Source: an optimization exercise on an open RTL-to-GDS flow (aim: small area and a short achievable clock period). Production flows keep margins and buffers that such runs may drop. Function was not checked in any run shown here: the RTL went through the layout flow alone.

==> flow/design.v (outline; a module is shown in full before it is edited, if it fits) <==
// module layer_blend: 92 lines
// module lb_blend0: 188 lines
// module lb_blend: 260 lines
// module lb_fa: 4 lines
// module lb_han: 4 lines
// module lb_ppn: 3 lines
module layer_blend #(
    parameter logic [23:0] BG_RGB    = 24'h000000,
    parameter logic        SYNC_IDLE = 1'b1
) (
    input  logic        clk,
    input  logic        rst,
    input  logic [31:0] color_rgba_top,
    input  logic [31:0] color_rgba_mid,
    input  logic [31:0] color_rgba_bot,
    input  logic        bright_in,
    input  logic        hsync_in,
    input  logic        vsync_in,
    output logic [23:0] rgb_out,
    output logic        bright_out,
    output logic        hsync_out,
    output logic        vsync_out
);
  // ...
==> flow/flow/run.sh <==
#!/bin/bash
set -euo pipefail
bash standard.sh SYNTH_CANONICALIZE_TCL="$PWD/flow/leafmap.tcl" finish > make.log 2>&1
==> flow/flow/leafmap.tcl <==
# Replace the design's leaf modules (full adders, inverted mux bits) by their cells.
techmap -map [file dirname [info script]]/leafmap.v
hierarchy -check -top $::env(DESIGN_NAME)
==> flow/flow/leafmap.v <==
// Map the design's leaf modules one-to-one onto sky130hd cells.
module lb_fa (input wire a, input wire b, input wire c, output wire s, output wire co);
    sky130_fd_sc_hd__fa_1 _TECHMAP_REPLACE_ (.A(a), .B(b), .CIN(c), .SUM(s), .COUT(co));
endmodule

module lb_ppn (input wire s, input wire sn, input wire f, input wire b, output wire yn);
    sky130_fd_sc_hd__a22oi_1 _TECHMAP_REPLACE_ (.A1(s), .A2(f), .B1(sn), .B2(b), .Y(yn));
endmodule

module lb_han (input wire an, input wire bn, output wire sn, output wire con);
    sky130_fd_sc_hd__xnor2_1 x (.A(an), .B(bn), .Y(sn));
    sky130_fd_sc_hd__or2_1 o (.A(an), .B(bn), .X(con));
endmodule
==> flow/standard.sh <==
#!/bin/bash
# synth_recipe.tcl (not shown) runs the flow's synth.tcl, then flattens the netlist and writes it again
# the make line also repeats each setting of config.mk as NAME=value (left out here)
make -C /OpenROAD-flow-scripts/flow DESIGN_CONFIG=/design/flow/config.mk WORK_HOME=/design/flow/orfs CLKGATE_MAP_FILE= SYNTH_SCRIPT=/design/flow/synth_recipe.tcl "${@:-finish}"
==> flow/config.mk <==
export PLATFORM = sky130hd
export DESIGN_NAME = layer_blend
export DESIGN_NICKNAME = layer_blend
export VERILOG_FILES = /design/flow/design.v
export SDC_FILE = /design/flow/constraint.sdc
export NUM_CORES = 4
export LEC_CHECK = 0
export CAP_MARGIN = 20
export CORE_MARGIN = 2
export CORE_UTILIZATION = 40
export SETUP_SLACK_MARGIN = 3.5
export SLEW_MARGIN = 20
==> flow/constraint.sdc <==
create_clock -name core_clock -period 8.0 [get_ports {clk}]
set_input_delay 1.6000 -clock core_clock [delete_from_list [all_inputs] [get_ports {clk}]]
set_output_delay 1.6000 -clock core_clock [all_outputs]
set_load 0.01 [all_outputs]
==> flow_summary.toml, run 1 <==
[status]
outcome = "timing/DRC/antenna clean"

[worst_setup_path]
cp-start-kind = "flip-flop"
required_ps = 8470

[finish]
sh_seq_area_pct = 19.19
multi_input_cells = 1521
n_all_buffers = 196
final_common_cell = "a22oi_1"
area_delta_synth_final_pct = 19.14
multi_input_area_share_pct = 64.40
bufAreaShareNonClock_pct = 7.318
num-nonclk-inverters = 137
fin_cells = 2828

[clock_tree]
cts_setup_buffers = 7
h-tree-depth = 1

[sta]
rsz0062_at_grt = "true"
tightest_slew_ps = 1091
fmax_mhz = 225.3
setup_tns_ps = 0
slew_headroom_pct = 27.19

[min_path]
whs_endpoint = "top_d2_r[0]$_DFF_P_"

[synth]
yosysUniqueCellTypes = 45
synth_adder_area_share_pct = 41.34
synth.most_common_cell = "a22oi_1"
synth-simple-area-share_pct = 7.208
synth.area.top_cells = "fa_1, dfxtp_1, a22oi_1"
async_flop_share_pct = 0
syn-cell-area_um2 = 21040

[global_route]
grtUsageMet2_pct = 34.39
grt_antenna_before_repair = 0
==> module lb_han, before the edit <==
module lb_han (input wire an, input wire bn, output wire sn, output wire con);
    assign sn  = ~(an ^ bn);
    assign con = an | bn;
endmodule
==> run 2, diff against run 1 <==
==> flow/design.v (replaced) <==
module layer_blend #(
    parameter logic [23:0] BG_RGB    = 24'h000000,
    parameter logic        SYNC_IDLE = 1'b1
) (
    input  logic        clk,
    input  logic        rst,
    input  logic [31:0] color_rgba_top,
    input  logic [31:0] color_rgba_mid,
    input  logic [31:0] color_rgba_bot,
    input  logic        bright_in,
    input  logic        hsync_in,
    input  logic        vsync_in,
    output logic [23:0] rgb_out,
    output logic        bright_out,
    output logic        hsync_out,
    output logic        vsync_out
);
    logic [23:0] s1_hx_n_r, s1_hy_n_r;    
    logic [2:0]  s1_k_n_r;
    logic [23:0] mid_rgb_n_r;             
    logic [7:0]  mid_a_r;
    logic [31:0] top_d1_r;
    logic [23:0] s2_hx_r, s2_hy_r;        
    logic [2:0]  s2_k_r;
    logic [31:0] top_d2_r;
    logic [23:0] s3_hx_n_r, s3_hy_n_r;    
    logic [2:0]  s3_k_n_r;
    logic [1:0]  bright_sr_r;
    logic [1:0]  hsync_sr_r;
    logic [1:0]  vsync_sr_r;
    logic [23:0] hx1_n, hy1_n, hx2, hy2, hx3_n, hy3_n;
    logic [2:0]  k1_n, k2, k3_n;
    logic [23:0] c1_n, c2, c3_n;
    always_comb begin
        for (int ch = 0; ch < 3; ch++) begin
            c1_n[8*ch +: 8] = s1_hx_n_r[8*ch +: 8] + s1_hy_n_r[8*ch +: 8] + {7'd0, s1_k_n_r[ch]};
            c2[8*ch +: 8]   = s2_hx_r[8*ch +: 8]   + s2_hy_r[8*ch +: 8]   + {7'd0, s2_k_r[ch]};
            c3_n[8*ch +: 8] = s3_hx_n_r[8*ch +: 8] + s3_hy_n_r[8*ch +: 8] + {7'd0, s3_k_n_r[ch]};
        end
    end
    genvar ch;
    generate
        for (ch = 0; ch < 3; ch++) begin : g_ch
            if (BG_RGB == 24'h000000) begin : g_black
                lb_rows_and_n u_b1 (.f(color_rgba_bot[8*ch+15:8*ch+8]), .a(color_rgba_bot[7:0]),
                               .hx(hx1_n[8*ch+7:8*ch]), .hy(hy1_n[8*ch+7:8*ch]), .k(k1_n[ch]));
            end else begin : g_colour
                lb_rows_mux_n u_b1 (.f(color_rgba_bot[8*ch+15:8*ch+8]), .b(BG_RGB[8*ch+7:8*ch]),
                               .a(color_rgba_bot[7:0]), .an(~color_rgba_bot[7:0]),
                               .hx(hx1_n[8*ch+7:8*ch]), .hy(hy1_n[8*ch+7:8*ch]), .k(k1_n[ch]));
            end
            lb_rows_mux_p u_b2 (.f(mid_rgb_n_r[8*ch+7:8*ch]), .b(c1_n[8*ch+7:8*ch]),
                           .a(mid_a_r), .an(~mid_a_r),
                           .hx(hx2[8*ch+7:8*ch]), .hy(hy2[8*ch+7:8*ch]), .k(k2[ch]));
            lb_rows_mux_n u_b3 (.f(top_d2_r[8*ch+15:8*ch+8]), .b(c2[8*ch+7:8*ch]),
                           .a(top_d2_r[7:0]), .an(~top_d2_r[7:0]),
                           .hx(hx3_n[8*ch+7:8*ch]), .hy(hy3_n[8*ch+7:8*ch]), .k(k3_n[ch]));
        end
    endgenerate
    always_ff @(posedge clk) begin
        s1_hx_n_r   <= hx1_n;
        s1_hy_n_r   <= hy1_n;
        s1_k_n_r    <= k1_n;
        mid_rgb_n_r <= ~color_rgba_mid[31:8];
        mid_a_r     <= color_rgba_mid[7:0];
        top_d1_r    <= color_rgba_top;
        s2_hx_r     <= hx2;
        s2_hy_r     <= hy2;
        s2_k_r      <= k2;
        top_d2_r    <= top_d1_r;
    end
    always_ff @(posedge clk) begin
        if (rst || !bright_sr_r[1]) begin
            s3_hx_n_r <= 24'hFFFFFF;
            s3_hy_n_r <= 24'h000000;
            s3_k_n_r  <= 3'b000;
        end else begin
            s3_hx_n_r <= hx3_n;
            s3_hy_n_r <= hy3_n;
            s3_k_n_r  <= k3_n;
        end
    end
    assign rgb_out = ~c3_n;
    always_ff @(posedge clk) begin
        if (rst) begin
            bright_sr_r <= 2'b00;
            hsync_sr_r  <= {2{SYNC_IDLE}};
            vsync_sr_r  <= {2{SYNC_IDLE}};
            bright_out  <= 1'b0;
            hsync_out   <= SYNC_IDLE;
            vsync_out   <= SYNC_IDLE;
        end else begin
            bright_sr_r <= {bright_sr_r[0], bright_in};
            hsync_sr_r  <= {hsync_sr_r[0], hsync_in};
            vsync_sr_r  <= {vsync_sr_r[0], vsync_in};
            bright_out  <= bright_sr_r[1];
            hsync_out   <= hsync_sr_r[1];
            vsync_out   <= vsync_sr_r[1];
        end
    end
endmodule
module lb_rows_and_n (
    input wire [7:0] f, input wire [7:0] a,
    output wire [7:0] hx, output wire [7:0] hy, output wire k
);
    wire pp0_0;
    lb_nd u_pp0_0 (.a(a[0]), .b(f[0]), .y(pp0_0));
    wire pp0_1;
    lb_nd u_pp0_1 (.a(a[0]), .b(f[1]), .y(pp0_1));
    wire pp0_2;
    lb_nd u_pp0_2 (.a(a[0]), .b(f[2]), .y(pp0_2));
    wire pp0_3;
    lb_nd u_pp0_3 (.a(a[0]), .b(f[3]), .y(pp0_3));
    wire pp0_4;
    lb_nd u_pp0_4 (.a(a[0]), .b(f[4]), .y(pp0_4));
    wire pp0_5;
    lb_nd u_pp0_5 (.a(a[0]), .b(f[5]), .y(pp0_5));
    wire pp0_6;
    lb_nd u_pp0_6 (.a(a[0]), .b(f[6]), .y(pp0_6));
    wire pp0_7;
    lb_nd u_pp0_7 (.a(a[0]), .b(f[7]), .y(pp0_7));
    wire pp1_0;
    lb_nd u_pp1_0 (.a(a[1]), .b(f[0]), .y(pp1_0));
    wire pp1_1;
    lb_nd u_pp1_1 (.a(a[1]), .b(f[1]), .y(pp1_1));
    wire pp1_2;
    lb_nd u_pp1_2 (.a(a[1]), .b(f[2]), .y(pp1_2));
    wire pp1_3;
    lb_nd u_pp1_3 (.a(a[1]), .b(f[3]), .y(pp1_3));
    wire pp1_4;
    lb_nd u_pp1_4 (.a(a[1]), .b(f[4]), .y(pp1_4));
    wire pp1_5;
    lb_nd u_pp1_5 (.a(a[1]), .b(f[5]), .y(pp1_5));
    wire pp1_6;
    lb_nd u_pp1_6 (.a(a[1]), .b(f[6]), .y(pp1_6));
    wire pp1_7;
    lb_nd u_pp1_7 (.a(a[1]), .b(f[7]), .y(pp1_7));
    wire pp2_0;
    lb_nd u_pp2_0 (.a(a[2]), .b(f[0]), .y(pp2_0));
    wire pp2_1;
    lb_nd u_pp2_1 (.a(a[2]), .b(f[1]), .y(pp2_1));
    wire pp2_2;
    lb_nd u_pp2_2 (.a(a[2]), .b(f[2]), .y(pp2_2));
    wire pp2_3;
    lb_nd u_pp2_3 (.a(a[2]), .b(f[3]), .y(pp2_3));
    wire pp2_4;
    lb_nd u_pp2_4 (.a(a[2]), .b(f[4]), .y(pp2_4));
    wire pp2_5;
    lb_nd u_pp2_5 (.a(a[2]), .b(f[5]), .y(pp2_5));
    wire pp2_6;
    lb_nd u_pp2_6 (.a(a[2]), .b(f[6]), .y(pp2_6));
    wire pp2_7;
    lb_nd u_pp2_7 (.a(a[2]), .b(f[7]), .y(pp2_7));
    wire pp3_0;
    lb_nd u_pp3_0 (.a(a[3]), .b(f[0]), .y(pp3_0));
    wire pp3_1;
    lb_nd u_pp3_1 (.a(a[3]), .b(f[1]), .y(pp3_1));
    wire pp3_2;
    lb_nd u_pp3_2 (.a(a[3]), .b(f[2]), .y(pp3_2));
    wire pp3_3;
    lb_nd u_pp3_3 (.a(a[3]), .b(f[3]), .y(pp3_3));
    wire pp3_4;
    lb_nd u_pp3_4 (.a(a[3]), .b(f[4]), .y(pp3_4));
    wire pp3_5;
    lb_nd u_pp3_5 (.a(a[3]), .b(f[5]), .y(pp3_5));
    wire pp3_6;
    lb_nd u_pp3_6 (.a(a[3]), .b(f[6]), .y(pp3_6));
    wire pp3_7;
    lb_nd u_pp3_7 (.a(a[3]), .b(f[7]), .y(pp3_7));
    wire pp4_0;
    lb_nd u_pp4_0 (.a(a[4]), .b(f[0]), .y(pp4_0));
    wire pp4_1;
    lb_nd u_pp4_1 (.a(a[4]), .b(f[1]), .y(pp4_1));
    wire pp4_2;
    lb_nd u_pp4_2 (.a(a[4]), .b(f[2]), .y(pp4_2));
    wire pp4_3;
    lb_nd u_pp4_3 (.a(a[4]), .b(f[3]), .y(pp4_3));
    wire pp4_4;
    lb_nd u_pp4_4 (.a(a[4]), .b(f[4]), .y(pp4_4));
    wire pp4_5;
    lb_nd u_pp4_5 (.a(a[4]), .b(f[5]), .y(pp4_5));
    wire pp4_6;
    lb_nd u_pp4_6 (.a(a[4]), .b(f[6]), .y(pp4_6));
    wire pp4_7;
    lb_nd u_pp4_7 (.a(a[4]), .b(f[7]), .y(pp4_7));
    wire pp5_0;
    lb_nd u_pp5_0 (.a(a[5]), .b(f[0]), .y(pp5_0));
    wire pp5_1;
    lb_nd u_pp5_1 (.a(a[5]), .b(f[1]), .y(pp5_1));
    wire pp5_2;
    lb_nd u_pp5_2 (.a(a[5]), .b(f[2]), .y(pp5_2));
    wire pp5_3;
    lb_nd u_pp5_3 (.a(a[5]), .b(f[3]), .y(pp5_3));
    wire pp5_4;
    lb_nd u_pp5_4 (.a(a[5]), .b(f[4]), .y(pp5_4));
    wire pp5_5;
    lb_nd u_pp5_5 (.a(a[5]), .b(f[5]), .y(pp5_5));
    wire pp5_6;
    lb_nd u_pp5_6 (.a(a[5]), .b(f[6]), .y(pp5_6));
    wire pp5_7;
    lb_nd u_pp5_7 (.a(a[5]), .b(f[7]), .y(pp5_7));
    wire pp6_0;
    lb_nd u_pp6_0 (.a(a[6]), .b(f[0]), .y(pp6_0));
    wire pp6_1;
    lb_nd u_pp6_1 (.a(a[6]), .b(f[1]), .y(pp6_1));
    wire pp6_2;
    lb_nd u_pp6_2 (.a(a[6]), .b(f[2]), .y(pp6_2));
    wire pp6_3;
    lb_nd u_pp6_3 (.a(a[6]), .b(f[3]), .y(pp6_3));
    wire pp6_4;
    lb_nd u_pp6_4 (.a(a[6]), .b(f[4]), .y(pp6_4));
    wire pp6_5;
    lb_nd u_pp6_5 (.a(a[6]), .b(f[5]), .y(pp6_5));
    wire pp6_6;
    lb_nd u_pp6_6 (.a(a[6]), .b(f[6]), .y(pp6_6));
    wire pp6_7;
    lb_nd u_pp6_7 (.a(a[6]), .b(f[7]), .y(pp6_7));
    wire pp7_0;
    lb_nd u_pp7_0 (.a(a[7]), .b(f[0]), .y(pp7_0));
    wire pp7_1;
    lb_nd u_pp7_1 (.a(a[7]), .b(f[1]), .y(pp7_1));
    wire pp7_2;
    lb_nd u_pp7_2 (.a(a[7]), .b(f[2]), .y(pp7_2));
    wire pp7_3;
    lb_nd u_pp7_3 (.a(a[7]), .b(f[3]), .y(pp7_3));
    wire pp7_4;
    lb_nd u_pp7_4 (.a(a[7]), .b(f[4]), .y(pp7_4));
    wire pp7_5;
    lb_nd u_pp7_5 (.a(a[7]), .b(f[5]), .y(pp7_5));
    wire pp7_6;
    lb_nd u_pp7_6 (.a(a[7]), .b(f[6]), .y(pp7_6));
    wire pp7_7;
    lb_nd u_pp7_7 (.a(a[7]), .b(f[7]), .y(pp7_7));
    wire pp8_0;
    lb_nd u_pp8_0 (.a(a[7]), .b(f[0]), .y(pp8_0));
    wire pp8_1;
    lb_nd u_pp8_1 (.a(a[7]), .b(f[1]), .y(pp8_1));
    wire pp8_2;
    lb_nd u_pp8_2 (.a(a[7]), .b(f[2]), .y(pp8_2));
    wire pp8_3;
    lb_nd u_pp8_3 (.a(a[7]), .b(f[3]), .y(pp8_3));
    wire pp8_4;
    lb_nd u_pp8_4 (.a(a[7]), .b(f[4]), .y(pp8_4));
    wire pp8_5;
    lb_nd u_pp8_5 (.a(a[7]), .b(f[5]), .y(pp8_5));
    wire pp8_6;
    lb_nd u_pp8_6 (.a(a[7]), .b(f[6]), .y(pp8_6));
    wire pp8_7;
    lb_nd u_pp8_7 (.a(a[7]), .b(f[7]), .y(pp8_7));
    wire w1, w2;
    lb_han u_w1 (.a(pp0_5), .b(pp1_4), .s(w1), .co(w2));
    wire w3, w4;
    lb_fa u_w3 (.a(pp0_6), .b(pp1_5), .c(pp2_4), .s(w3), .co(w4));
    wire w5, w6;
    lb_han u_w5 (.a(pp3_3), .b(pp4_2), .s(w5), .co(w6));
    wire w7, w8;
    lb_fa u_w7 (.a(pp0_7), .b(pp1_6), .c(pp2_5), .s(w7), .co(w8));
    wire w9, w10;
    lb_fa u_w9 (.a(pp3_4), .b(pp4_3), .c(pp5_2), .s(w9), .co(w10));
    wire w11, w12;
    lb_han u_w11 (.a(pp6_1), .b(pp7_0), .s(w11), .co(w12));
    wire w13, w14;
    lb_fa u_w13 (.a(pp1_7), .b(pp2_6), .c(pp3_5), .s(w13), .co(w14));
    wire w15, w16;
    lb_fa u_w15 (.a(pp4_4), .b(pp5_3), .c(pp6_2), .s(w15), .co(w16));
    wire w17, w18;
    lb_fa u_w17 (.a(pp2_7), .b(pp3_6), .c(pp4_5), .s(w17), .co(w18));
    wire w19, w20;
    lb_han u_w19 (.a(pp0_3), .b(pp1_2), .s(w19), .co(w20));
    wire w21, w22;
    lb_fa u_w21 (.a(pp0_4), .b(pp1_3), .c(pp2_2), .s(w21), .co(w22));
    wire w23, w24;
    lb_han u_w23 (.a(pp3_1), .b(pp4_0), .s(w23), .co(w24));
    wire w25, w26;
    lb_fa u_w25 (.a(pp2_3), .b(pp3_2), .c(pp4_1), .s(w25), .co(w26));
    wire w27, w28;
    lb_fa u_w27 (.a(pp5_0), .b(pp8_5), .c(w1), .s(w27), .co(w28));
    wire w29, w30;
    lb_fa u_w29 (.a(pp5_1), .b(pp6_0), .c(pp8_6), .s(w29), .co(w30));
    wire w31, w32;
    lb_fa u_w31 (.a(w2), .b(w5), .c(w3), .s(w31), .co(w32));
    wire w33, w34;
    lb_fa u_w33 (.a(pp8_7), .b(w6), .c(w11), .s(w33), .co(w34));
    wire w35, w36;
    lb_fa u_w35 (.a(w4), .b(w7), .c(w9), .s(w35), .co(w36));
    wire w37, w38;
    lb_fa u_w37 (.a(pp7_1), .b(w12), .c(w8), .s(w37), .co(w38));
    wire w39, w40;
    lb_fa u_w39 (.a(w10), .b(w13), .c(w15), .s(w39), .co(w40));
    wire w41, w42;
    lb_fa u_w41 (.a(pp5_4), .b(pp6_3), .c(pp7_2), .s(w41), .co(w42));
    wire w43, w44;
    lb_fa u_w43 (.a(w14), .b(w16), .c(w17), .s(w43), .co(w44));
    wire w45, w46;
    lb_fa u_w45 (.a(pp3_7), .b(pp4_6), .c(pp5_5), .s(w45), .co(w46));
    wire w47, w48;
    lb_fa u_w47 (.a(pp6_4), .b(pp7_3), .c(w18), .s(w47), .co(w48));
    wire w49, w50;
    lb_fa u_w49 (.a(pp4_7), .b(pp5_6), .c(pp6_5), .s(w49), .co(w50));
    wire w51, w52;
    lb_han u_w51 (.a(pp0_2), .b(pp1_1), .s(w51), .co(w52));
    wire w53, w54;
    lb_fa u_w53 (.a(pp2_1), .b(pp3_0), .c(pp8_3), .s(w53), .co(w54));
    wire w55, w56;
    lb_fa u_w55 (.a(pp8_4), .b(w20), .c(w23), .s(w55), .co(w56));
    wire w57, w58;
    lb_fa u_w57 (.a(w24), .b(w22), .c(w25), .s(w57), .co(w58));
    wire w59, w60;
    lb_fa u_w59 (.a(w26), .b(w29), .c(w28), .s(w59), .co(w60));
    wire w61, w62;
    lb_fa u_w61 (.a(w30), .b(w33), .c(w32), .s(w61), .co(w62));
    wire w63, w64;
    lb_fa u_w63 (.a(w34), .b(w36), .c(w37), .s(w63), .co(w64));
    wire w65, w66;
    lb_fa u_w65 (.a(w41), .b(w38), .c(w40), .s(w65), .co(w66));
    wire w67, w68;
    lb_fa u_w67 (.a(w42), .b(w45), .c(w44), .s(w67), .co(w68));
    wire w69, w70;
    lb_fa u_w69 (.a(pp7_4), .b(w46), .c(w49), .s(w69), .co(w70));
    wire w71, w72;
    lb_fa u_w71 (.a(pp5_7), .b(pp6_6), .c(pp7_5), .s(w71), .co(w72));
    wire w73, w74;
    lb_han u_w73 (.a(pp0_1), .b(pp1_0), .s(w73), .co(w74));
    wire w75, w76;
    lb_fa u_w75 (.a(pp2_0), .b(pp8_2), .c(w51), .s(w75), .co(w76));
    wire w77, w78;
    lb_fa u_w77 (.a(w52), .b(w19), .c(w53), .s(w77), .co(w78));
    wire w79, w80;
    lb_fa u_w79 (.a(w54), .b(w21), .c(w55), .s(w79), .co(w80));
    wire w81, w82;
    lb_fa u_w81 (.a(w56), .b(w27), .c(w57), .s(w81), .co(w82));
    wire w83, w84;
    lb_fa u_w83 (.a(w58), .b(w31), .c(w59), .s(w83), .co(w84));
    wire w85, w86;
    lb_fa u_w85 (.a(w35), .b(w60), .c(w61), .s(w85), .co(w86));
    wire w87, w88;
    lb_fa u_w87 (.a(w39), .b(w62), .c(w63), .s(w87), .co(w88));
    wire w89, w90;
    lb_fa u_w89 (.a(w43), .b(w64), .c(w65), .s(w89), .co(w90));
    wire w91, w92;
    lb_fa u_w91 (.a(w47), .b(w66), .c(w67), .s(w91), .co(w92));
    wire w93, w94;
    lb_fa u_w93 (.a(w48), .b(w69), .c(w68), .s(w93), .co(w94));
    wire w95, w96;
    lb_fa u_w95 (.a(w50), .b(w71), .c(w70), .s(w95), .co(w96));
    wire w97, w98;
    lb_fa u_w97 (.a(pp6_7), .b(pp7_6), .c(w72), .s(w97), .co(w98));
    wire [8:0] cy;
    assign cy[0] = 1'b0;
    assign cy[1] = (~pp0_0 & ~pp8_0) | ((~pp0_0 | ~pp8_0) & cy[0]);
    assign cy[2] = (~w73 & ~pp8_1) | ((~w73 | ~pp8_1) & cy[1]);
    assign cy[3] = (~w74 & ~w75) | ((~w74 | ~w75) & cy[2]);
    assign cy[4] = (~w76 & ~w77) | ((~w76 | ~w77) & cy[3]);
    assign cy[5] = (~w78 & ~w79) | ((~w78 | ~w79) & cy[4]);
    assign cy[6] = (~w80 & ~w81) | ((~w80 | ~w81) & cy[5]);
    assign cy[7] = (~w82 & ~w83) | ((~w82 | ~w83) & cy[6]);
    assign cy[8] = (~w84 & ~w85) | ((~w84 | ~w85) & cy[7]);
    assign k = ~cy[8];
    assign hx = {1'b1, w98, w96, w94, w92, w90, w88, w86};
    assign hy = {1'b1, pp7_7, w97, w95, w93, w91, w89, w87};
endmodule
module lb_rows_mux_p (
    input wire [7:0] f, input wire [7:0] b, input wire [7:0] a, input wire [7:0] an,
    output wire [7:0] hx, output wire [7:0] hy, output wire k
);
    wire pp0_0;
    lb_mx u_pp0_0 (.sn(an[0]), .f(f[0]), .s(a[0]), .b(b[0]), .y(pp0_0));
    wire pp0_1;
    lb_mx u_pp0_1 (.sn(an[0]), .f(f[1]), .s(a[0]), .b(b[1]), .y(pp0_1));
    wire pp0_2;
    lb_mx u_pp0_2 (.sn(an[0]), .f(f[2]), .s(a[0]), .b(b[2]), .y(pp0_2));
    wire pp0_3;
    lb_mx u_pp0_3 (.sn(an[0]), .f(f[3]), .s(a[0]), .b(b[3]), .y(pp0_3));
    wire pp0_4;
    lb_mx u_pp0_4 (.sn(an[0]), .f(f[4]), .s(a[0]), .b(b[4]), .y(pp0_4));
    wire pp0_5;
    lb_mx u_pp0_5 (.sn(an[0]), .f(f[5]), .s(a[0]), .b(b[5]), .y(pp0_5));
    wire pp0_6;
    lb_mx u_pp0_6 (.sn(an[0]), .f(f[6]), .s(a[0]), .b(b[6]), .y(pp0_6));
    wire pp0_7;
    lb_mx u_pp0_7 (.sn(an[0]), .f(f[7]), .s(a[0]), .b(b[7]), .y(pp0_7));
    wire pp1_0;
    lb_mx u_pp1_0 (.sn(an[1]), .f(f[0]), .s(a[1]), .b(b[0]), .y(pp1_0));
    wire pp1_1;
    lb_mx u_pp1_1 (.sn(an[1]), .f(f[1]), .s(a[1]), .b(b[1]), .y(pp1_1));
    wire pp1_2;
    lb_mx u_pp1_2 (.sn(an[1]), .f(f[2]), .s(a[1]), .b(b[2]), .y(pp1_2));
    wire pp1_3;
    lb_mx u_pp1_3 (.sn(an[1]), .f(f[3]), .s(a[1]), .b(b[3]), .y(pp1_3));
    wire pp1_4;
    lb_mx u_pp1_4 (.sn(an[1]), .f(f[4]), .s(a[1]), .b(b[4]), .y(pp1_4));
    wire pp1_5;
    lb_mx u_pp1_5 (.sn(an[1]), .f(f[5]), .s(a[1]), .b(b[5]), .y(pp1_5));
    wire pp1_6;
    lb_mx u_pp1_6 (.sn(an[1]), .f(f[6]), .s(a[1]), .b(b[6]), .y(pp1_6));
    wire pp1_7;
    lb_mx u_pp1_7 (.sn(an[1]), .f(f[7]), .s(a[1]), .b(b[7]), .y(pp1_7));
    wire pp2_0;
    lb_mx u_pp2_0 (.sn(an[2]), .f(f[0]), .s(a[2]), .b(b[0]), .y(pp2_0));
    wire pp2_1;
    lb_mx u_pp2_1 (.sn(an[2]), .f(f[1]), .s(a[2]), .b(b[1]), .y(pp2_1));
    wire pp2_2;
    lb_mx u_pp2_2 (.sn(an[2]), .f(f[2]), .s(a[2]), .b(b[2]), .y(pp2_2));
    wire pp2_3;
    lb_mx u_pp2_3 (.sn(an[2]), .f(f[3]), .s(a[2]), .b(b[3]), .y(pp2_3));
    wire pp2_4;
    lb_mx u_pp2_4 (.sn(an[2]), .f(f[4]), .s(a[2]), .b(b[4]), .y(pp2_4));
    wire pp2_5;
    lb_mx u_pp2_5 (.sn(an[2]), .f(f[5]), .s(a[2]), .b(b[5]), .y(pp2_5));
    wire pp2_6;
    lb_mx u_pp2_6 (.sn(an[2]), .f(f[6]), .s(a[2]), .b(b[6]), .y(pp2_6));
    wire pp2_7;
    lb_mx u_pp2_7 (.sn(an[2]), .f(f[7]), .s(a[2]), .b(b[7]), .y(pp2_7));
    wire pp3_0;
    lb_mx u_pp3_0 (.sn(an[3]), .f(f[0]), .s(a[3]), .b(b[0]), .y(pp3_0));
    wire pp3_1;
    lb_mx u_pp3_1 (.sn(an[3]), .f(f[1]), .s(a[3]), .b(b[1]), .y(pp3_1));
    wire pp3_2;
    lb_mx u_pp3_2 (.sn(an[3]), .f(f[2]), .s(a[3]), .b(b[2]), .y(pp3_2));
    wire pp3_3;
    lb_mx u_pp3_3 (.sn(an[3]), .f(f[3]), .s(a[3]), .b(b[3]), .y(pp3_3));
    wire pp3_4;
    lb_mx u_pp3_4 (.sn(an[3]), .f(f[4]), .s(a[3]), .b(b[4]), .y(pp3_4));
    wire pp3_5;
    lb_mx u_pp3_5 (.sn(an[3]), .f(f[5]), .s(a[3]), .b(b[5]), .y(pp3_5));
    wire pp3_6;
    lb_mx u_pp3_6 (.sn(an[3]), .f(f[6]), .s(a[3]), .b(b[6]), .y(pp3_6));
    wire pp3_7;
    lb_mx u_pp3_7 (.sn(an[3]), .f(f[7]), .s(a[3]), .b(b[7]), .y(pp3_7));
    wire pp4_0;
    lb_mx u_pp4_0 (.sn(an[4]), .f(f[0]), .s(a[4]), .b(b[0]), .y(pp4_0));
    wire pp4_1;
    lb_mx u_pp4_1 (.sn(an[4]), .f(f[1]), .s(a[4]), .b(b[1]), .y(pp4_1));
    wire pp4_2;
    lb_mx u_pp4_2 (.sn(an[4]), .f(f[2]), .s(a[4]), .b(b[2]), .y(pp4_2));
    wire pp4_3;
    lb_mx u_pp4_3 (.sn(an[4]), .f(f[3]), .s(a[4]), .b(b[3]), .y(pp4_3));
    wire pp4_4;
    lb_mx u_pp4_4 (.sn(an[4]), .f(f[4]), .s(a[4]), .b(b[4]), .y(pp4_4));
    wire pp4_5;
    lb_mx u_pp4_5 (.sn(an[4]), .f(f[5]), .s(a[4]), .b(b[5]), .y(pp4_5));
    wire pp4_6;
    lb_mx u_pp4_6 (.sn(an[4]), .f(f[6]), .s(a[4]), .b(b[6]), .y(pp4_6));
    wire pp4_7;
    lb_mx u_pp4_7 (.sn(an[4]), .f(f[7]), .s(a[4]), .b(b[7]), .y(pp4_7));
    wire pp5_0;
    lb_mx u_pp5_0 (.sn(an[5]), .f(f[0]), .s(a[5]), .b(b[0]), .y(pp5_0));
    wire pp5_1;
    lb_mx u_pp5_1 (.sn(an[5]), .f(f[1]), .s(a[5]), .b(b[1]), .y(pp5_1));
    wire pp5_2;
    lb_mx u_pp5_2 (.sn(an[5]), .f(f[2]), .s(a[5]), .b(b[2]), .y(pp5_2));
    wire pp5_3;
    lb_mx u_pp5_3 (.sn(an[5]), .f(f[3]), .s(a[5]), .b(b[3]), .y(pp5_3));
    wire pp5_4;
    lb_mx u_pp5_4 (.sn(an[5]), .f(f[4]), .s(a[5]), .b(b[4]), .y(pp5_4));
    wire pp5_5;
    lb_mx u_pp5_5 (.sn(an[5]), .f(f[5]), .s(a[5]), .b(b[5]), .y(pp5_5));
    wire pp5_6;
    lb_mx u_pp5_6 (.sn(an[5]), .f(f[6]), .s(a[5]), .b(b[6]), .y(pp5_6));
    wire pp5_7;
    lb_mx u_pp5_7 (.sn(an[5]), .f(f[7]), .s(a[5]), .b(b[7]), .y(pp5_7));
    wire pp6_0;
    lb_mx u_pp6_0 (.sn(an[6]), .f(f[0]), .s(a[6]), .b(b[0]), .y(pp6_0));
    wire pp6_1;
    lb_mx u_pp6_1 (.sn(an[6]), .f(f[1]), .s(a[6]), .b(b[1]), .y(pp6_1));
    wire pp6_2;
    lb_mx u_pp6_2 (.sn(an[6]), .f(f[2]), .s(a[6]), .b(b[2]), .y(pp6_2));
    wire pp6_3;
    lb_mx u_pp6_3 (.sn(an[6]), .f(f[3]), .s(a[6]), .b(b[3]), .y(pp6_3));
    wire pp6_4;
    lb_mx u_pp6_4 (.sn(an[6]), .f(f[4]), .s(a[6]), .b(b[4]), .y(pp6_4));
    wire pp6_5;
    lb_mx u_pp6_5 (.sn(an[6]), .f(f[5]), .s(a[6]), .b(b[5]), .y(pp6_5));
    wire pp6_6;
    lb_mx u_pp6_6 (.sn(an[6]), .f(f[6]), .s(a[6]), .b(b[6]), .y(pp6_6));
    wire pp6_7;
    lb_mx u_pp6_7 (.sn(an[6]), .f(f[7]), .s(a[6]), .b(b[7]), .y(pp6_7));
    wire pp7_0;
    lb_mx u_pp7_0 (.sn(an[7]), .f(f[0]), .s(a[7]), .b(b[0]), .y(pp7_0));
    wire pp7_1;
    lb_mx u_pp7_1 (.sn(an[7]), .f(f[1]), .s(a[7]), .b(b[1]), .y(pp7_1));
    wire pp7_2;
    lb_mx u_pp7_2 (.sn(an[7]), .f(f[2]), .s(a[7]), .b(b[2]), .y(pp7_2));
    wire pp7_3;
    lb_mx u_pp7_3 (.sn(an[7]), .f(f[3]), .s(a[7]), .b(b[3]), .y(pp7_3));
    wire pp7_4;
    lb_mx u_pp7_4 (.sn(an[7]), .f(f[4]), .s(a[7]), .b(b[4]), .y(pp7_4));
    wire pp7_5;
    lb_mx u_pp7_5 (.sn(an[7]), .f(f[5]), .s(a[7]), .b(b[5]), .y(pp7_5));
    wire pp7_6;
    lb_mx u_pp7_6 (.sn(an[7]), .f(f[6]), .s(a[7]), .b(b[6]), .y(pp7_6));
    wire pp7_7;
    lb_mx u_pp7_7 (.sn(an[7]), .f(f[7]), .s(a[7]), .b(b[7]), .y(pp7_7));
    wire pp8_0;
    lb_mx u_pp8_0 (.sn(an[7]), .f(f[0]), .s(a[7]), .b(b[0]), .y(pp8_0));
    wire pp8_1;
    lb_mx u_pp8_1 (.sn(an[7]), .f(f[1]), .s(a[7]), .b(b[1]), .y(pp8_1));
    wire pp8_2;
    lb_mx u_pp8_2 (.sn(an[7]), .f(f[2]), .s(a[7]), .b(b[2]), .y(pp8_2));
    wire pp8_3;
    lb_mx u_pp8_3 (.sn(an[7]), .f(f[3]), .s(a[7]), .b(b[3]), .y(pp8_3));
    wire pp8_4;
    lb_mx u_pp8_4 (.sn(an[7]), .f(f[4]), .s(a[7]), .b(b[4]), .y(pp8_4));
    wire pp8_5;
    lb_mx u_pp8_5 (.sn(an[7]), .f(f[5]), .s(a[7]), .b(b[5]), .y(pp8_5));
    wire pp8_6;
    lb_mx u_pp8_6 (.sn(an[7]), .f(f[6]), .s(a[7]), .b(b[6]), .y(pp8_6));
    wire pp8_7;
    lb_mx u_pp8_7 (.sn(an[7]), .f(f[7]), .s(a[7]), .b(b[7]), .y(pp8_7));
    wire w1, w2;
    lb_ha u_w1 (.a(pp0_5), .b(pp1_4), .s(w1), .co(w2));
    wire w3, w4;
    lb_fa u_w3 (.a(pp0_6), .b(pp1_5), .c(pp2_4), .s(w3), .co(w4));
    wire w5, w6;
    lb_ha u_w5 (.a(pp3_3), .b(pp4_2), .s(w5), .co(w6));
    wire w7, w8;
    lb_fa u_w7 (.a(pp0_7), .b(pp1_6), .c(pp2_5), .s(w7), .co(w8));
    wire w9, w10;
    lb_fa u_w9 (.a(pp3_4), .b(pp4_3), .c(pp5_2), .s(w9), .co(w10));
    wire w11, w12;
    lb_ha u_w11 (.a(pp6_1), .b(pp7_0), .s(w11), .co(w12));
    wire w13, w14;
    lb_fa u_w13 (.a(pp1_7), .b(pp2_6), .c(pp3_5), .s(w13), .co(w14));
    wire w15, w16;
    lb_fa u_w15 (.a(pp4_4), .b(pp5_3), .c(pp6_2), .s(w15), .co(w16));
    wire w17, w18;
    lb_fa u_w17 (.a(pp2_7), .b(pp3_6), .c(pp4_5), .s(w17), .co(w18));
    wire w19, w20;
    lb_ha u_w19 (.a(pp0_3), .b(pp1_2), .s(w19), .co(w20));
    wire w21, w22;
    lb_fa u_w21 (.a(pp0_4), .b(pp1_3), .c(pp2_2), .s(w21), .co(w22));
    wire w23, w24;
    lb_ha u_w23 (.a(pp3_1), .b(pp4_0), .s(w23), .co(w24));
    wire w25, w26;
    lb_fa u_w25 (.a(pp2_3), .b(pp3_2), .c(pp4_1), .s(w25), .co(w26));
    wire w27, w28;
    lb_fa u_w27 (.a(pp5_0), .b(pp8_5), .c(w1), .s(w27), .co(w28));
    wire w29, w30;
    lb_fa u_w29 (.a(pp5_1), .b(pp6_0), .c(pp8_6), .s(w29), .co(w30));
    wire w31, w32;
    lb_fa u_w31 (.a(w2), .b(w5), .c(w3), .s(w31), .co(w32));
    wire w33, w34;
    lb_fa u_w33 (.a(pp8_7), .b(w6), .c(w11), .s(w33), .co(w34));
    wire w35, w36;
    lb_fa u_w35 (.a(w4), .b(w7), .c(w9), .s(w35), .co(w36));
    wire w37, w38;
    lb_fa u_w37 (.a(pp7_1), .b(w12), .c(w8), .s(w37), .co(w38));
    wire w39, w40;
    lb_fa u_w39 (.a(w10), .b(w13), .c(w15), .s(w39), .co(w40));
    wire w41, w42;
    lb_fa u_w41 (.a(pp5_4), .b(pp6_3), .c(pp7_2), .s(w41), .co(w42));
    wire w43, w44;
    lb_fa u_w43 (.a(w14), .b(w16), .c(w17), .s(w43), .co(w44));
    wire w45, w46;
    lb_fa u_w45 (.a(pp3_7), .b(pp4_6), .c(pp5_5), .s(w45), .co(w46));
    wire w47, w48;
    lb_fa u_w47 (.a(pp6_4), .b(pp7_3), .c(w18), .s(w47), .co(w48));
    wire w49, w50;
    lb_fa u_w49 (.a(pp4_7), .b(pp5_6), .c(pp6_5), .s(w49), .co(w50));
    wire w51, w52;
    lb_ha u_w51 (.a(pp0_2), .b(pp1_1), .s(w51), .co(w52));
    wire w53, w54;
    lb_fa u_w53 (.a(pp2_1), .b(pp3_0), .c(pp8_3), .s(w53), .co(w54));
    wire w55, w56;
    lb_fa u_w55 (.a(pp8_4), .b(w20), .c(w23), .s(w55), .co(w56));
    wire w57, w58;
    lb_fa u_w57 (.a(w24), .b(w22), .c(w25), .s(w57), .co(w58));
    wire w59, w60;
    lb_fa u_w59 (.a(w26), .b(w29), .c(w28), .s(w59), .co(w60));
    wire w61, w62;
    lb_fa u_w61 (.a(w30), .b(w33), .c(w32), .s(w61), .co(w62));
    wire w63, w64;
    lb_fa u_w63 (.a(w34), .b(w36), .c(w37), .s(w63), .co(w64));
    wire w65, w66;
    lb_fa u_w65 (.a(w41), .b(w38), .c(w40), .s(w65), .co(w66));
    wire w67, w68;
    lb_fa u_w67 (.a(w42), .b(w45), .c(w44), .s(w67), .co(w68));
    wire w69, w70;
    lb_fa u_w69 (.a(pp7_4), .b(w46), .c(w49), .s(w69), .co(w70));
    wire w71, w72;
    lb_fa u_w71 (.a(pp5_7), .b(pp6_6), .c(pp7_5), .s(w71), .co(w72));
    wire w73, w74;
    lb_ha u_w73 (.a(pp0_1), .b(pp1_0), .s(w73), .co(w74));
    wire w75, w76;
    lb_fa u_w75 (.a(pp2_0), .b(pp8_2), .c(w51), .s(w75), .co(w76));
    wire w77, w78;
    lb_fa u_w77 (.a(w52), .b(w19), .c(w53), .s(w77), .co(w78));
    wire w79, w80;
    lb_fa u_w79 (.a(w54), .b(w21), .c(w55), .s(w79), .co(w80));
    wire w81, w82;
    lb_fa u_w81 (.a(w56), .b(w27), .c(w57), .s(w81), .co(w82));
    wire w83, w84;
    lb_fa u_w83 (.a(w58), .b(w31), .c(w59), .s(w83), .co(w84));
    wire w85, w86;
    lb_fa u_w85 (.a(w35), .b(w60), .c(w61), .s(w85), .co(w86));
    wire w87, w88;
    lb_fa u_w87 (.a(w39), .b(w62), .c(w63), .s(w87), .co(w88));
    wire w89, w90;
    lb_fa u_w89 (.a(w43), .b(w64), .c(w65), .s(w89), .co(w90));
    wire w91, w92;
    lb_fa u_w91 (.a(w47), .b(w66), .c(w67), .s(w91), .co(w92));
    wire w93, w94;
    lb_fa u_w93 (.a(w48), .b(w69), .c(w68), .s(w93), .co(w94));
    wire w95, w96;
    lb_fa u_w95 (.a(w50), .b(w71), .c(w70), .s(w95), .co(w96));
    wire w97, w98;
    lb_fa u_w97 (.a(pp6_7), .b(pp7_6), .c(w72), .s(w97), .co(w98));
    wire [8:0] cy;
    assign cy[0] = 1'b0;
    assign cy[1] = (pp0_0 & pp8_0) | ((pp0_0 | pp8_0) & cy[0]);
    assign cy[2] = (w73 & pp8_1) | ((w73 | pp8_1) & cy[1]);
    assign cy[3] = (w74 & w75) | ((w74 | w75) & cy[2]);
    assign cy[4] = (w76 & w77) | ((w76 | w77) & cy[3]);
    assign cy[5] = (w78 & w79) | ((w78 | w79) & cy[4]);
    assign cy[6] = (w80 & w81) | ((w80 | w81) & cy[5]);
    assign cy[7] = (w82 & w83) | ((w82 | w83) & cy[6]);
    assign cy[8] = (w84 & w85) | ((w84 | w85) & cy[7]);
    assign k = cy[8];
    assign hx = {1'b0, w98, w96, w94, w92, w90, w88, w86};
    assign hy = {1'b0, pp7_7, w97, w95, w93, w91, w89, w87};
endmodule
module lb_rows_mux_n (
    input wire [7:0] f, input wire [7:0] b, input wire [7:0] a, input wire [7:0] an,
    output wire [7:0] hx, output wire [7:0] hy, output wire k
);
    wire pp0_0;
    lb_mx u_pp0_0 (.sn(an[0]), .f(f[0]), .s(a[0]), .b(b[0]), .y(pp0_0));
    wire pp0_1;
    lb_mx u_pp0_1 (.sn(an[0]), .f(f[1]), .s(a[0]), .b(b[1]), .y(pp0_1));
    wire pp0_2;
    lb_mx u_pp0_2 (.sn(an[0]), .f(f[2]), .s(a[0]), .b(b[2]), .y(pp0_2));
    wire pp0_3;
    lb_mx u_pp0_3 (.sn(an[0]), .f(f[3]), .s(a[0]), .b(b[3]), .y(pp0_3));
    wire pp0_4;
    lb_mx u_pp0_4 (.sn(an[0]), .f(f[4]), .s(a[0]), .b(b[4]), .y(pp0_4));
    wire pp0_5;
    lb_mx u_pp0_5 (.sn(an[0]), .f(f[5]), .s(a[0]), .b(b[5]), .y(pp0_5));
    wire pp0_6;
    lb_mx u_pp0_6 (.sn(an[0]), .f(f[6]), .s(a[0]), .b(b[6]), .y(pp0_6));
    wire pp0_7;
    lb_mx u_pp0_7 (.sn(an[0]), .f(f[7]), .s(a[0]), .b(b[7]), .y(pp0_7));
    wire pp1_0;
    lb_mx u_pp1_0 (.sn(an[1]), .f(f[0]), .s(a[1]), .b(b[0]), .y(pp1_0));
    wire pp1_1;
    lb_mx u_pp1_1 (.sn(an[1]), .f(f[1]), .s(a[1]), .b(b[1]), .y(pp1_1));
    wire pp1_2;
    lb_mx u_pp1_2 (.sn(an[1]), .f(f[2]), .s(a[1]), .b(b[2]), .y(pp1_2));
    wire pp1_3;
    lb_mx u_pp1_3 (.sn(an[1]), .f(f[3]), .s(a[1]), .b(b[3]), .y(pp1_3));
    wire pp1_4;
    lb_mx u_pp1_4 (.sn(an[1]), .f(f[4]), .s(a[1]), .b(b[4]), .y(pp1_4));
    wire pp1_5;
    lb_mx u_pp1_5 (.sn(an[1]), .f(f[5]), .s(a[1]), .b(b[5]), .y(pp1_5));
    wire pp1_6;
    lb_mx u_pp1_6 (.sn(an[1]), .f(f[6]), .s(a[1]), .b(b[6]), .y(pp1_6));
    wire pp1_7;
    lb_mx u_pp1_7 (.sn(an[1]), .f(f[7]), .s(a[1]), .b(b[7]), .y(pp1_7));
    wire pp2_0;
    lb_mx u_pp2_0 (.sn(an[2]), .f(f[0]), .s(a[2]), .b(b[0]), .y(pp2_0));
    wire pp2_1;
    lb_mx u_pp2_1 (.sn(an[2]), .f(f[1]), .s(a[2]), .b(b[1]), .y(pp2_1));
    wire pp2_2;
    lb_mx u_pp2_2 (.sn(an[2]), .f(f[2]), .s(a[2]), .b(b[2]), .y(pp2_2));
    wire pp2_3;
    lb_mx u_pp2_3 (.sn(an[2]), .f(f[3]), .s(a[2]), .b(b[3]), .y(pp2_3));
    wire pp2_4;
    lb_mx u_pp2_4 (.sn(an[2]), .f(f[4]), .s(a[2]), .b(b[4]), .y(pp2_4));
    wire pp2_5;
    lb_mx u_pp2_5 (.sn(an[2]), .f(f[5]), .s(a[2]), .b(b[5]), .y(pp2_5));
    wire pp2_6;
    lb_mx u_pp2_6 (.sn(an[2]), .f(f[6]), .s(a[2]), .b(b[6]), .y(pp2_6));
    wire pp2_7;
    lb_mx u_pp2_7 (.sn(an[2]), .f(f[7]), .s(a[2]), .b(b[7]), .y(pp2_7));
    wire pp3_0;
    lb_mx u_pp3_0 (.sn(an[3]), .f(f[0]), .s(a[3]), .b(b[0]), .y(pp3_0));
    wire pp3_1;
    lb_mx u_pp3_1 (.sn(an[3]), .f(f[1]), .s(a[3]), .b(b[1]), .y(pp3_1));
    wire pp3_2;
    lb_mx u_pp3_2 (.sn(an[3]), .f(f[2]), .s(a[3]), .b(b[2]), .y(pp3_2));
    wire pp3_3;
    lb_mx u_pp3_3 (.sn(an[3]), .f(f[3]), .s(a[3]), .b(b[3]), .y(pp3_3));
    wire pp3_4;
    lb_mx u_pp3_4 (.sn(an[3]), .f(f[4]), .s(a[3]), .b(b[4]), .y(pp3_4));
    wire pp3_5;
    lb_mx u_pp3_5 (.sn(an[3]), .f(f[5]), .s(a[3]), .b(b[5]), .y(pp3_5));
    wire pp3_6;
    lb_mx u_pp3_6 (.sn(an[3]), .f(f[6]), .s(a[3]), .b(b[6]), .y(pp3_6));
    wire pp3_7;
    lb_mx u_pp3_7 (.sn(an[3]), .f(f[7]), .s(a[3]), .b(b[7]), .y(pp3_7));
    wire pp4_0;
    lb_mx u_pp4_0 (.sn(an[4]), .f(f[0]), .s(a[4]), .b(b[0]), .y(pp4_0));
    wire pp4_1;
    lb_mx u_pp4_1 (.sn(an[4]), .f(f[1]), .s(a[4]), .b(b[1]), .y(pp4_1));
    wire pp4_2;
    lb_mx u_pp4_2 (.sn(an[4]), .f(f[2]), .s(a[4]), .b(b[2]), .y(pp4_2));
    wire pp4_3;
    lb_mx u_pp4_3 (.sn(an[4]), .f(f[3]), .s(a[4]), .b(b[3]), .y(pp4_3));
    wire pp4_4;
    lb_mx u_pp4_4 (.sn(an[4]), .f(f[4]), .s(a[4]), .b(b[4]), .y(pp4_4));
    wire pp4_5;
    lb_mx u_pp4_5 (.sn(an[4]), .f(f[5]), .s(a[4]), .b(b[5]), .y(pp4_5));
    wire pp4_6;
    lb_mx u_pp4_6 (.sn(an[4]), .f(f[6]), .s(a[4]), .b(b[6]), .y(pp4_6));
    wire pp4_7;
    lb_mx u_pp4_7 (.sn(an[4]), .f(f[7]), .s(a[4]), .b(b[7]), .y(pp4_7));
    wire pp5_0;
    lb_mx u_pp5_0 (.sn(an[5]), .f(f[0]), .s(a[5]), .b(b[0]), .y(pp5_0));
    wire pp5_1;
    lb_mx u_pp5_1 (.sn(an[5]), .f(f[1]), .s(a[5]), .b(b[1]), .y(pp5_1));
    wire pp5_2;
    lb_mx u_pp5_2 (.sn(an[5]), .f(f[2]), .s(a[5]), .b(b[2]), .y(pp5_2));
    wire pp5_3;
    lb_mx u_pp5_3 (.sn(an[5]), .f(f[3]), .s(a[5]), .b(b[3]), .y(pp5_3));
    wire pp5_4;
    lb_mx u_pp5_4 (.sn(an[5]), .f(f[4]), .s(a[5]), .b(b[4]), .y(pp5_4));
    wire pp5_5;
    lb_mx u_pp5_5 (.sn(an[5]), .f(f[5]), .s(a[5]), .b(b[5]), .y(pp5_5));
    wire pp5_6;
    lb_mx u_pp5_6 (.sn(an[5]), .f(f[6]), .s(a[5]), .b(b[6]), .y(pp5_6));
    wire pp5_7;
    lb_mx u_pp5_7 (.sn(an[5]), .f(f[7]), .s(a[5]), .b(b[7]), .y(pp5_7));
    wire pp6_0;
    lb_mx u_pp6_0 (.sn(an[6]), .f(f[0]), .s(a[6]), .b(b[0]), .y(pp6_0));
    wire pp6_1;
    lb_mx u_pp6_1 (.sn(an[6]), .f(f[1]), .s(a[6]), .b(b[1]), .y(pp6_1));
    wire pp6_2;
    lb_mx u_pp6_2 (.sn(an[6]), .f(f[2]), .s(a[6]), .b(b[2]), .y(pp6_2));
    wire pp6_3;
    lb_mx u_pp6_3 (.sn(an[6]), .f(f[3]), .s(a[6]), .b(b[3]), .y(pp6_3));
    wire pp6_4;
    lb_mx u_pp6_4 (.sn(an[6]), .f(f[4]), .s(a[6]), .b(b[4]), .y(pp6_4));
    wire pp6_5;
    lb_mx u_pp6_5 (.sn(an[6]), .f(f[5]), .s(a[6]), .b(b[5]), .y(pp6_5));
    wire pp6_6;
    lb_mx u_pp6_6 (.sn(an[6]), .f(f[6]), .s(a[6]), .b(b[6]), .y(pp6_6));
    wire pp6_7;
    lb_mx u_pp6_7 (.sn(an[6]), .f(f[7]), .s(a[6]), .b(b[7]), .y(pp6_7));
    wire pp7_0;
    lb_mx u_pp7_0 (.sn(an[7]), .f(f[0]), .s(a[7]), .b(b[0]), .y(pp7_0));
    wire pp7_1;
    lb_mx u_pp7_1 (.sn(an[7]), .f(f[1]), .s(a[7]), .b(b[1]), .y(pp7_1));
    wire pp7_2;
    lb_mx u_pp7_2 (.sn(an[7]), .f(f[2]), .s(a[7]), .b(b[2]), .y(pp7_2));
    wire pp7_3;
    lb_mx u_pp7_3 (.sn(an[7]), .f(f[3]), .s(a[7]), .b(b[3]), .y(pp7_3));
    wire pp7_4;
    lb_mx u_pp7_4 (.sn(an[7]), .f(f[4]), .s(a[7]), .b(b[4]), .y(pp7_4));
    wire pp7_5;
    lb_mx u_pp7_5 (.sn(an[7]), .f(f[5]), .s(a[7]), .b(b[5]), .y(pp7_5));
    wire pp7_6;
    lb_mx u_pp7_6 (.sn(an[7]), .f(f[6]), .s(a[7]), .b(b[6]), .y(pp7_6));
    wire pp7_7;
    lb_mx u_pp7_7 (.sn(an[7]), .f(f[7]), .s(a[7]), .b(b[7]), .y(pp7_7));
    wire pp8_0;
    lb_mx u_pp8_0 (.sn(an[7]), .f(f[0]), .s(a[7]), .b(b[0]), .y(pp8_0));
    wire pp8_1;
    lb_mx u_pp8_1 (.sn(an[7]), .f(f[1]), .s(a[7]), .b(b[1]), .y(pp8_1));
    wire pp8_2;
    lb_mx u_pp8_2 (.sn(an[7]), .f(f[2]), .s(a[7]), .b(b[2]), .y(pp8_2));
    wire pp8_3;
    lb_mx u_pp8_3 (.sn(an[7]), .f(f[3]), .s(a[7]), .b(b[3]), .y(pp8_3));
    wire pp8_4;
    lb_mx u_pp8_4 (.sn(an[7]), .f(f[4]), .s(a[7]), .b(b[4]), .y(pp8_4));
    wire pp8_5;
    lb_mx u_pp8_5 (.sn(an[7]), .f(f[5]), .s(a[7]), .b(b[5]), .y(pp8_5));
    wire pp8_6;
    lb_mx u_pp8_6 (.sn(an[7]), .f(f[6]), .s(a[7]), .b(b[6]), .y(pp8_6));
    wire pp8_7;
    lb_mx u_pp8_7 (.sn(an[7]), .f(f[7]), .s(a[7]), .b(b[7]), .y(pp8_7));
    wire w1, w2;
    lb_han u_w1 (.a(pp0_5), .b(pp1_4), .s(w1), .co(w2));
    wire w3, w4;
    lb_fa u_w3 (.a(pp0_6), .b(pp1_5), .c(pp2_4), .s(w3), .co(w4));
    wire w5, w6;
    lb_han u_w5 (.a(pp3_3), .b(pp4_2), .s(w5), .co(w6));
    wire w7, w8;
    lb_fa u_w7 (.a(pp0_7), .b(pp1_6), .c(pp2_5), .s(w7), .co(w8));
    wire w9, w10;
    lb_fa u_w9 (.a(pp3_4), .b(pp4_3), .c(pp5_2), .s(w9), .co(w10));
    wire w11, w12;
    lb_han u_w11 (.a(pp6_1), .b(pp7_0), .s(w11), .co(w12));
    wire w13, w14;
    lb_fa u_w13 (.a(pp1_7), .b(pp2_6), .c(pp3_5), .s(w13), .co(w14));
    wire w15, w16;
    lb_fa u_w15 (.a(pp4_4), .b(pp5_3), .c(pp6_2), .s(w15), .co(w16));
    wire w17, w18;
    lb_fa u_w17 (.a(pp2_7), .b(pp3_6), .c(pp4_5), .s(w17), .co(w18));
    wire w19, w20;
    lb_han u_w19 (.a(pp0_3), .b(pp1_2), .s(w19), .co(w20));
    wire w21, w22;
    lb_fa u_w21 (.a(pp0_4), .b(pp1_3), .c(pp2_2), .s(w21), .co(w22));
    wire w23, w24;
    lb_han u_w23 (.a(pp3_1), .b(pp4_0), .s(w23), .co(w24));
    wire w25, w26;
    lb_fa u_w25 (.a(pp2_3), .b(pp3_2), .c(pp4_1), .s(w25), .co(w26));
    wire w27, w28;
    lb_fa u_w27 (.a(pp5_0), .b(pp8_5), .c(w1), .s(w27), .co(w28));
    wire w29, w30;
    lb_fa u_w29 (.a(pp5_1), .b(pp6_0), .c(pp8_6), .s(w29), .co(w30));
    wire w31, w32;
    lb_fa u_w31 (.a(w2), .b(w5), .c(w3), .s(w31), .co(w32));
    wire w33, w34;
    lb_fa u_w33 (.a(pp8_7), .b(w6), .c(w11), .s(w33), .co(w34));
    wire w35, w36;
    lb_fa u_w35 (.a(w4), .b(w7), .c(w9), .s(w35), .co(w36));
    wire w37, w38;
    lb_fa u_w37 (.a(pp7_1), .b(w12), .c(w8), .s(w37), .co(w38));
    wire w39, w40;
    lb_fa u_w39 (.a(w10), .b(w13), .c(w15), .s(w39), .co(w40));
    wire w41, w42;
    lb_fa u_w41 (.a(pp5_4), .b(pp6_3), .c(pp7_2), .s(w41), .co(w42));
    wire w43, w44;
    lb_fa u_w43 (.a(w14), .b(w16), .c(w17), .s(w43), .co(w44));
    wire w45, w46;
    lb_fa u_w45 (.a(pp3_7), .b(pp4_6), .c(pp5_5), .s(w45), .co(w46));
    wire w47, w48;
    lb_fa u_w47 (.a(pp6_4), .b(pp7_3), .c(w18), .s(w47), .co(w48));
    wire w49, w50;
    lb_fa u_w49 (.a(pp4_7), .b(pp5_6), .c(pp6_5), .s(w49), .co(w50));
    wire w51, w52;
    lb_han u_w51 (.a(pp0_2), .b(pp1_1), .s(w51), .co(w52));
    wire w53, w54;
    lb_fa u_w53 (.a(pp2_1), .b(pp3_0), .c(pp8_3), .s(w53), .co(w54));
    wire w55, w56;
    lb_fa u_w55 (.a(pp8_4), .b(w20), .c(w23), .s(w55), .co(w56));
    wire w57, w58;
    lb_fa u_w57 (.a(w24), .b(w22), .c(w25), .s(w57), .co(w58));
    wire w59, w60;
    lb_fa u_w59 (.a(w26), .b(w29), .c(w28), .s(w59), .co(w60));
    wire w61, w62;
    lb_fa u_w61 (.a(w30), .b(w33), .c(w32), .s(w61), .co(w62));
    wire w63, w64;
    lb_fa u_w63 (.a(w34), .b(w36), .c(w37), .s(w63), .co(w64));
    wire w65, w66;
    lb_fa u_w65 (.a(w41), .b(w38), .c(w40), .s(w65), .co(w66));
    wire w67, w68;
    lb_fa u_w67 (.a(w42), .b(w45), .c(w44), .s(w67), .co(w68));
    wire w69, w70;
    lb_fa u_w69 (.a(pp7_4), .b(w46), .c(w49), .s(w69), .co(w70));
    wire w71, w72;
    lb_fa u_w71 (.a(pp5_7), .b(pp6_6), .c(pp7_5), .s(w71), .co(w72));
    wire w73, w74;
    lb_han u_w73 (.a(pp0_1), .b(pp1_0), .s(w73), .co(w74));
    wire w75, w76;
    lb_fa u_w75 (.a(pp2_0), .b(pp8_2), .c(w51), .s(w75), .co(w76));
    wire w77, w78;
    lb_fa u_w77 (.a(w52), .b(w19), .c(w53), .s(w77), .co(w78));
    wire w79, w80;
    lb_fa u_w79 (.a(w54), .b(w21), .c(w55), .s(w79), .co(w80));
    wire w81, w82;
    lb_fa u_w81 (.a(w56), .b(w27), .c(w57), .s(w81), .co(w82));
    wire w83, w84;
    lb_fa u_w83 (.a(w58), .b(w31), .c(w59), .s(w83), .co(w84));
    wire w85, w86;
    lb_fa u_w85 (.a(w35), .b(w60), .c(w61), .s(w85), .co(w86));
    wire w87, w88;
    lb_fa u_w87 (.a(w39), .b(w62), .c(w63), .s(w87), .co(w88));
    wire w89, w90;
    lb_fa u_w89 (.a(w43), .b(w64), .c(w65), .s(w89), .co(w90));
    wire w91, w92;
    lb_fa u_w91 (.a(w47), .b(w66), .c(w67), .s(w91), .co(w92));
    wire w93, w94;
    lb_fa u_w93 (.a(w48), .b(w69), .c(w68), .s(w93), .co(w94));
    wire w95, w96;
    lb_fa u_w95 (.a(w50), .b(w71), .c(w70), .s(w95), .co(w96));
    wire w97, w98;
    lb_fa u_w97 (.a(pp6_7), .b(pp7_6), .c(w72), .s(w97), .co(w98));
    wire [8:0] cy;
    assign cy[0] = 1'b0;
    assign cy[1] = (~pp0_0 & ~pp8_0) | ((~pp0_0 | ~pp8_0) & cy[0]);
    assign cy[2] = (~w73 & ~pp8_1) | ((~w73 | ~pp8_1) & cy[1]);
    assign cy[3] = (~w74 & ~w75) | ((~w74 | ~w75) & cy[2]);
    assign cy[4] = (~w76 & ~w77) | ((~w76 | ~w77) & cy[3]);
    assign cy[5] = (~w78 & ~w79) | ((~w78 | ~w79) & cy[4]);
    assign cy[6] = (~w80 & ~w81) | ((~w80 | ~w81) & cy[5]);
    assign cy[7] = (~w82 & ~w83) | ((~w82 | ~w83) & cy[6]);
    assign cy[8] = (~w84 & ~w85) | ((~w84 | ~w85) & cy[7]);
    assign k = ~cy[8];
    assign hx = {1'b1, w98, w96, w94, w92, w90, w88, w86};
    assign hy = {1'b1, pp7_7, w97, w95, w93, w91, w89, w87};
endmodule
module lb_fa (input wire a, input wire b, input wire c, output wire s, output wire co);
    assign s  = a ^ b ^ c;
    assign co = (a & b) | (a & c) | (b & c);
endmodule
module lb_ha (input wire a, input wire b, output wire s, output wire co);
    assign s  = a ^ b;
    assign co = a & b;
endmodule
module lb_han (input wire a, input wire b, output wire s, output wire co);
    assign s  = ~(a ^ b);
    assign co = a | b;
endmodule
module lb_mx (input wire sn, input wire f, input wire s, input wire b, output wire y);
    assign y = ~((sn | f) & (s | b));
endmodule
module lb_nd (input wire a, input wire b, output wire y);
    assign y = ~(a & b);
endmodule
==> flow/flow/leafmap.v (replaced) <==
// Map the design's leaf modules one-to-one onto sky130hd cells.
module lb_fa (input wire a, input wire b, input wire c, output wire s, output wire co);
    sky130_fd_sc_hd__fa_1 _TECHMAP_REPLACE_ (.A(a), .B(b), .CIN(c), .SUM(s), .COUT(co));
endmodule

module lb_ha (input wire a, input wire b, output wire s, output wire co);
    sky130_fd_sc_hd__ha_1 _TECHMAP_REPLACE_ (.A(a), .B(b), .SUM(s), .COUT(co));
endmodule

module lb_han (input wire a, input wire b, output wire s, output wire co);
    sky130_fd_sc_hd__xnor2_1 x (.A(a), .B(b), .Y(s));
    sky130_fd_sc_hd__or2_1 o (.A(a), .B(b), .X(co));
endmodule

module lb_mx (input wire sn, input wire f, input wire s, input wire b, output wire y);
    sky130_fd_sc_hd__o22ai_1 _TECHMAP_REPLACE_ (.A1(sn), .A2(f), .B1(s), .B2(b), .Y(y));
endmodule

module lb_nd (input wire a, input wire b, output wire y);
    sky130_fd_sc_hd__nand2_1 _TECHMAP_REPLACE_ (.A(a), .B(b), .Y(y));
endmodule
==> flow/config.mk (replaced) <==
export PLATFORM = sky130hd
export DESIGN_NAME = layer_blend
export DESIGN_NICKNAME = layer_blend
export VERILOG_FILES = /design/flow/design.v
export SDC_FILE = /design/flow/constraint.sdc
export NUM_CORES = 4
export LEC_CHECK = 0
export CAP_MARGIN = 20
export CORE_MARGIN = 2
export CORE_UTILIZATION = 40
export SETUP_SLACK_MARGIN = 3.0
export SLEW_MARGIN = 20
==> flow_summary.toml, run 2 <==
[status]
outcome = "timing/DRC/antenna clean"

[worst_setup_path]
worstPathMaxFanout = 28
worst-setup-path-type = "in -> reg"
ff2ff_path_depth = 15
r2r_start = "s2_hx_r[0]$_DFF_P_"
worstPathArrival_ps = 5290
r2r_setup_slack_ps = 3180
reg2reg_to = "s3_k_n_r[0]$_SDFF_PN0_"
required_ps = 8430
cp-start-kind = "input port"
worstSetupEndpointType = "flip-flop"

[sta]
report.final.setup_viol = 0
timing.final.crit_period_ps = 4860
setup_tns_ps = 0
fin_crit_sh_pct = 60.75
tightest_slew_ps = 1122
slew_headroom_pct = 24.38
fmax_mhz = 205.8
slew_violations = 0
hold_viol_final = 0
rsz0062_at_grt = "true"
finalClockSkew_ps = 19.37

[place]
placed_cell_area_um2 = 22760
routabilityCongestion = 0.8879
dp_hpwl_um = 38310
portBuffers = 127

[synth]
async_flop_share_pct = 0
syn-num-nets = 2448
avgSynthCellArea_um2 = 10.87
synth.area.top_cells = "fa_1, dfxtp_1, o22ai_1"
synth_edf_count = 0
synth.largest_area_cell = "fa_1"
syn-cell-area_um2 = 20400
yosysUniqueCellTypes = 38
synth-seq-area-share_pct = 23.65
yosysWarnings = 1
synth_ff_type = "dfxtp_1"
ys_ff_latch = 241
synth_top_area_share_pct = 38.87
syn_inst = 1876
synth_commonest_cells = "o22ai_1, fa_1, dfxtp_1"
synth.most_common_cell = "o22ai_1"

[global_route]
grt_max_degree = 50
grt_pass1_wl_um = 87080
grt_antenna_before_repair = 1
track_usage_pct = 20.05
grt_pass1_vias = 17080
gr-total-overflow = 0

[routing]
drc = 0
vias_per_cell = 5.850
drtAntennaViolNets = 0
drt_iter0_markers = 1103
firstDrtPassIters = 5
wire_per_inst_um = 19.29
totalWireLength_um = 53230
vias = 16140

[floorplan]
die_w_um = 229.8
dieArea_um2 = 52810
io_pins = 128
initial_core_util_pct = 40.57
core_um2 = 50270
rows = 82
die_height_um = 229.8

[flow_run]
drv_cap = 0

[finish]
utilization_pct = 47.22
diodes = 0
area_delta_synth_final_pct = 16.37
fin_nets = 2638
most-common-layout-cells = "o22ai_1, fa_1, dfxtp_1, nand2_1, clkdlybuf4s50_1"
largestRegisters = "top_d1_r (32), top_d2_r (32), mid_rgb_n_r (24)"
drive_above_1_share_pct = 4.839
n_fill_cell = 4638
final_common_cell = "o22ai_1"
postLayoutCellArea_um2 = 23740

[clock_tree]
cts-root-buf = "clkbuf_16"
cts.clk_slew.worst_paths_ps = 50
numCtsBuffers = 28
cts.sinks = 241
clock_latency_ps = 570
cts_tree = "done"
max-clock-path-buffers = 3
h-tree-depth = 1

[min_path]
whs_path_depth = 0
min-delay-start = "top_d1_r[10]$_DFF_P_"
hold_class = "reg -> reg"
whs_endpoint = "top_d2_r[10]$_DFF_P_"
[run 2: cell count changes after synthesis, sizes merged, moves of 20 or more]
cell	delta
a22oi	-434
and2	+23
clkbuf	-26
ha	+21
inv	-48
nand2	+30
nand2b	+23
nor2	-29
o22ai	+427
or2	-20
xnor2	-27
[run 2: cell type report]
cell class	instances	area, µm²	area share (%)
Clock buffer	36	740.7	3.121
Clock inverter	15	160.2	0.6747
Inverter	88	330.3	1.392
Multi-Input combinational cell	1542	15280	64.37
Sequential cell	241	4825	20.33
Tap cell	672	840.8	3.542
Timing Repair Buffer	165	1562	6.578
[run 2: logic make-up (layout without fill, tap and decap cells)]
logic type	count (synthesis)	count (layout)	synth area share, %
fa+ha+maj	489	489	44.37
xor+xnor	90	90	3.865
buf+inv	93	304	1.711
compound gates	586	586	18.13
simple gates	377	377	8.269
flops	241	241	23.65
[run 2: metrics by stage]
| stage | setup WS [ps] | hold WS [ps] | instances |
|---|---|---|---|
| after floorplan | 3498 | 309.6 | 1876 |
| after global placement | 2554 | 313.8 | 2706 |
| after detailed placement | 2453 | 312.1 | 2706 |
| after CTS | 3007 | 325.8 | 2757 |
| after global routing | 2917 | 334.9 | 2759 |
| final | 3140 | 323.7 | 2759 |
[run 2: per-layer routing]
layer	global-route usage [%]	up-vias	share of wire (%)
met5	0	-	0
met4	6.573	0	2.9
met3	4.018	139	9.0
met2	33.08	876	46
met1	26.50	7942	42
li1	-	7182	-
[run 2: critical path, cell delays in order]
cell	delay, ps
clkdlybuf4s50_1	990
buf_4	430
nand2_1	130
fa_1	510
fa_1	540
fa_1	440
nor2_1	160
nor3_1	80
a21oi_1	190
o31a_1	180
a31oi_1	40
[run 2: worst max path at each step]
stage / start / endpoint / slack [ps]
floorplan: s2_hx_r[0]$_DFF_P_ / s3_k_n_r[0]$_SDFF_PN0_ / 3500
global placement: color_rgba_bot[0] / s1_k_n_r[0]$_DFF_P_ / 2550
detailed placement: color_rgba_bot[0] / s1_k_n_r[1]$_DFF_P_ / 2450
CTS: s2_hx_r[0]$_DFF_P_ / s3_k_n_r[0]$_SDFF_PN0_ / 3010
global route: s2_hx_r[0]$_DFF_P_ / s3_k_n_r[0]$_SDFF_PN0_ / 2920
finish: color_rgba_bot[7] / s1_k_n_r[1]$_DFF_P_ / 3140
[run 2: repair_timing]
action | in CTS | in global routing
hold buffers | 0 | 0
setup endpoints to repair | 0 | 8
resized for setup | 0 | 9
buffers inserted | 0 | 2

==> port drivers added, routing unchanged <==
Ports are ideal in the flow. The routed layouts listed here were re-timed in OpenROAD.
Step 1 sets driving cells, clkbuf_16 on the clock port and buf_2 on the other inputs (assumed; they add their load-dependent delay and slew).
Step 2 also shifts input and output timing later by t, the mid clock arrival at the registers, as if the neighbouring blocks saw the same clock.
Slacks: ideal / step 1 / step 2; pairs: ideal / step 1.
run | t (ns) | setup WS [ns] | slew at the worst register clock pin (ns)
run 1 | 0.598 | 3.561 / 3.561 / 3.003 | 0.07 / 0.07
run 2 | 0.615 | 3.140 / 3.171 / 2.557 | 0.06 / 0.06
After both steps every run listed still meets setup and hold. The setup slack of run 2, which loses most, moves by +0.031 ns with the drivers and by -0.583 ns with both steps.
